This design comes from an exercise in tuning for small area on the open sky130 flow, not from production work. In this exercise RTL edits were held to simulation tests only and were not proved equivalent to the original. Power figures rest on the tool's default switching activity, not on a simulated workload.

Setup of v1:
==> flow/design.v <==
module reg_file_2r1w #(
    parameter int XLEN     = 64,
    parameter int NREG     = 32,
    parameter int AW       = 5,
    parameter int ZERO_REG = 1
) (
    input  logic            clk,
    input  logic            rst,
    input  logic            rd_en,
    input  logic [AW-1:0]   rs1_addr,
    input  logic [AW-1:0]   rs2_addr,
    output logic [XLEN-1:0] rs1_data,
    output logic [XLEN-1:0] rs2_data,
    output logic            rd_valid,
    input  logic            wr_en,
    input  logic [AW-1:0]   wr_addr,
    input  logic [XLEN-1:0] wr_data,
    output logic            busy
);
    logic          busy_reg;
    logic [AW-1:0] clr_cnt;
    logic          rd_valid_reg;
    logic          p;
    always_ff @(posedge clk) begin
        if (rst) begin
            busy_reg <= 1'b1;
            clr_cnt  <= '0;
        end else if (busy_reg) begin
            clr_cnt <= clr_cnt + AW'(1);
            if (clr_cnt == AW'(NREG - 1)) busy_reg <= 1'b0;
        end
    end
    always_ff @(posedge clk) begin
        rd_valid_reg <= !rst && !busy_reg && rd_en;
        p            <= !rst && !p;
    end
    logic            wr_ok;
    logic            clr_now;
    logic [XLEN-1:0] col_lo, col_hi;
    assign wr_ok   = wr_en && !rst && !busy_reg;
    assign clr_now = busy_reg && p;
    genvar gc;
    generate
        for (gc = 0; gc < XLEN; gc++) begin : g_col
            reg_file_2r1w_xor2 u_lo (.a(wr_data[gc]), .b(p), .y(col_lo[gc]));
            reg_file_2r1w_xor2 u_hi (.a(wr_data[gc]), .b(p), .y(col_hi[gc]));
        end
    endgenerate
    localparam int NR = NREG - 1;
    logic [XLEN-1:0] S [0:NR-1];
    logic [NR-1:0]   sel1, sel2;
    logic            pz1, pz2;
    always_ff @(posedge clk) begin
        for (int r = 0; r < NR; r++) begin
            sel1[r] <= (rs1_addr == AW'(r + 1));
            sel2[r] <= (rs2_addr == AW'(r + 1));
        end
        pz1 <= !rst && !p && (rs1_addr != '0);
        pz2 <= !rst && !p && (rs2_addr != '0);
    end
    genvar gr, gb;
    generate
        for (gr = 0; gr < NR; gr++) begin : g_row
            logic wsel, a_lo, b_lo, a_hi, b_hi;
            assign wsel = wr_ok && (wr_addr == AW'(gr + 1));
            reg_file_2r1w_rowdrv u_drv_lo (.wsel(wsel), .clr(clr_now), .a(a_lo), .b(b_lo));
            reg_file_2r1w_rowdrv u_drv_hi (.wsel(wsel), .clr(clr_now), .a(a_hi), .b(b_hi));
            for (gb = 0; gb < XLEN; gb++) begin : g_bit
                reg_file_2r1w_bit u_bit (
                    .clk(clk),
                    .a(gb < XLEN/2 ? a_lo : a_hi),
                    .b(gb < XLEN/2 ? b_lo : b_hi),
                    .col(gr < NR/2 ? col_lo[gb] : col_hi[gb]),
                    .q(S[gr][gb])
                );
            end
        end
    endgenerate
    generate
        for (gb = 0; gb < XLEN; gb++) begin : g_rd
            logic [NR-1:0] d;
            for (gr = 0; gr < NR; gr++) begin : g_d
                assign d[gr] = S[gr][gb];
            end
            reg_file_2r1w_rdbit #(.NR(NR)) u_rd1 (.sel(sel1), .d(d), .pz(pz1), .y(rs1_data[gb]));
            reg_file_2r1w_rdbit #(.NR(NR)) u_rd2 (.sel(sel2), .d(d), .pz(pz2), .y(rs2_data[gb]));
        end
    endgenerate
    assign rd_valid = rd_valid_reg;
    assign busy     = busy_reg;
endmodule
module reg_file_2r1w_rowdrv (
    input  logic wsel,
    input  logic clr,
    output logic a,
    output logic b
);
    assign a = wsel | clr;
    assign b = ~wsel;
endmodule
module reg_file_2r1w_bit (
    input  logic clk,
    input  logic a,
    input  logic b,
    input  logic col,
    output logic q
);
    always_ff @(posedge clk) begin
        q <= ~((q | a) & (b | col));
    end
endmodule
module reg_file_2r1w_rdbit #(
    parameter int NR = 31
) (
    input  logic [NR-1:0] sel,
    input  logic [NR-1:0] d,
    input  logic          pz,
    output logic          y
);
    logic [10:0] t;
    logic [2:0]  g;
    genvar gi;
    generate
        for (gi = 0; gi < 10; gi++) begin : g_aoi
            reg_file_2r1w_aoi222 u_aoi (
                .a1(sel[3*gi]), .a2(d[3*gi]), .b1(sel[3*gi+1]), .b2(d[3*gi+1]),
                .c1(sel[3*gi+2]), .c2(d[3*gi+2]), .y(t[gi])
            );
        end
    endgenerate
    reg_file_2r1w_nand2 u_n2 (.a(sel[30]), .b(d[30]), .y(t[10]));
    reg_file_2r1w_nand4 u_g0 (.a(t[0]), .b(t[1]), .c(t[2]), .d(t[3]), .y(g[0]));
    reg_file_2r1w_nand4 u_g1 (.a(t[4]), .b(t[5]), .c(t[6]), .d(t[7]), .y(g[1]));
    reg_file_2r1w_nand3 u_g2 (.a(t[8]), .b(t[9]), .c(t[10]), .y(g[2]));
    logic n;
    reg_file_2r1w_or3   u_or (.a(g[0]), .b(g[1]), .c(g[2]), .y(n));
    reg_file_2r1w_xor2  u_x  (.a(n), .b(pz), .y(y));
endmodule
module reg_file_2r1w_aoi222 (
    input  logic a1, a2, b1, b2, c1, c2,
    output logic y
);
    assign y = ~((a1 & a2) | (b1 & b2) | (c1 & c2));
endmodule
module reg_file_2r1w_nand2 (input logic a, b, output logic y);
    assign y = ~(a & b);
endmodule
module reg_file_2r1w_nand3 (input logic a, b, c, output logic y);
    assign y = ~(a & b & c);
endmodule
module reg_file_2r1w_nand4 (input logic a, b, c, d, output logic y);
    assign y = ~(a & b & c & d);
endmodule
module reg_file_2r1w_or3 (input logic a, b, c, output logic y);
    assign y = a | b | c;
endmodule
module reg_file_2r1w_xor2 (input logic a, b, output logic y);
    assign y = a ^ b;
endmodule
module reg_file_2r1w_xnor2 (input logic a, b, output logic y);
    assign y = ~(a ^ b);
endmodule
==> flow/config.mk <==
export PLATFORM = sky130hd
export DESIGN_NAME = reg_file_2r1w
export DESIGN_NICKNAME = reg_file_2r1w
export VERILOG_FILES = /design/flow/design.v
export SDC_FILE = /design/flow/constraint.sdc
export NUM_CORES = 4
export LEC_CHECK = 0
export CAP_MARGIN = 20
export CORE_MARGIN = 2
export CORE_UTILIZATION = 40
export SLEW_MARGIN = 20
export SYNTH_HIERARCHICAL = 1
==> flow/constraint.sdc <==
create_clock -name core_clock -period 5.0 [get_ports {clk}]
set_input_delay 1.0000 -clock core_clock [delete_from_list [all_inputs] [get_ports {clk}]]
set_output_delay 1.0000 -clock core_clock [all_outputs]
set_load 0.01 [all_outputs]
standard.sh (not shown) runs the stock make flow with config.mk's settings and CLKGATE_MAP_FILE= SYNTH_SCRIPT=/design/flow/synth_recipe.tcl, a recipe that flattens the netlist after the stock synthesis.
==> flow/flow/run.sh <==
#!/bin/bash
# The standard ORFS flow (standard.sh, with its synthesis unchanged), with two
# changes to how the layout is made:
#  - ports are buffered with buf_1 cells instead of the slow clkdlybuf4s50_1 that
#    buffer_ports picks by default;
#  - the clock tree uses larger sink clusters and no dummy loads.
# make's output goes to flow.log; ORFS keeps each step's log under orfs/logs/.
set -euo pipefail
bash standard.sh \
  "BUFFER_PORTS_ARGS=-buffer_cell sky130_fd_sc_hd__buf_1" \
  "CTS_ARGS=-sink_clustering_enable -repair_clock_nets -dont_use_dummy_load -sink_clustering_size 24 -sink_clustering_max_diameter 100" \
  finish > flow.log 2>&1
[inputs] v18 vs v1
--- a/flow/design.v
+++ b/flow/design.v
@@ -37,14 +37,8 @@
     logic            wr_ok;
     logic            clr_now;
-    logic [XLEN-1:0] col_lo, col_hi;
+    logic [XLEN-1:0] col;
     assign wr_ok   = wr_en && !rst && !busy_reg;
     assign clr_now = busy_reg && p;
-    genvar gc;
-    generate
-        for (gc = 0; gc < XLEN; gc++) begin : g_col
-            reg_file_2r1w_xor2 u_lo (.a(wr_data[gc]), .b(p), .y(col_lo[gc]));
-            reg_file_2r1w_xor2 u_hi (.a(wr_data[gc]), .b(p), .y(col_hi[gc]));
-        end
-    endgenerate
+    assign col     = wr_data ^ {XLEN{p}};
     localparam int NR = NREG - 1;
     logic [XLEN-1:0] S [0:NR-1];
@@ -71,5 +65,5 @@
                     .a(gb < XLEN/2 ? a_lo : a_hi),
                     .b(gb < XLEN/2 ? b_lo : b_hi),
-                    .col(gr < NR/2 ? col_lo[gb] : col_hi[gb]),
+                    .col(col[gb]),
                     .q(S[gr][gb])
                 );
## What came out
In v18, the initial standard-cell utilization of the core came out 0.15 points below the value in v1.
In the tables for v1 and v18, cell count after synthesis reads higher with v1.
Compared with v1, in v18 total wire length lost about 5.5%, global-route wire length before repair lost about 4.3%, cell area lost 1.2%.
The lower power density relative to cell area came out of v1.
Between v1 and v18, the difference in basic-gate share of the synthesized area counting and, or, nand and nor cells is negligible.
Proportion of power drawn by combinational gates: v18 lower than v1

[what the ideal ports hide]
Ports are ideal in the flow. The routed layouts listed here were re-timed in OpenROAD. Step 1: set_driving_cell puts a clkbuf_16 on clk and a buf_2 on each other input, an assumption about the parent block. Step 2 also shifts input and output timing later by t, the mid clock arrival at the registers, as if the neighbouring blocks saw the same clock. Three values: ideal ports, drivers, drivers and shift; two values: the first two.
run	t (ns)	slack for setup (ns)	latest minus earliest clock arrival (ns)	cell pins on the clock port's net
v1	0.861	0.031 / -0.066 / 0.796	0.037 / 0.037	1
v18	0.874	0.140 / 0.053 / 0.669	0.072 / 0.072	1
After both steps every run listed still meets setup and hold.
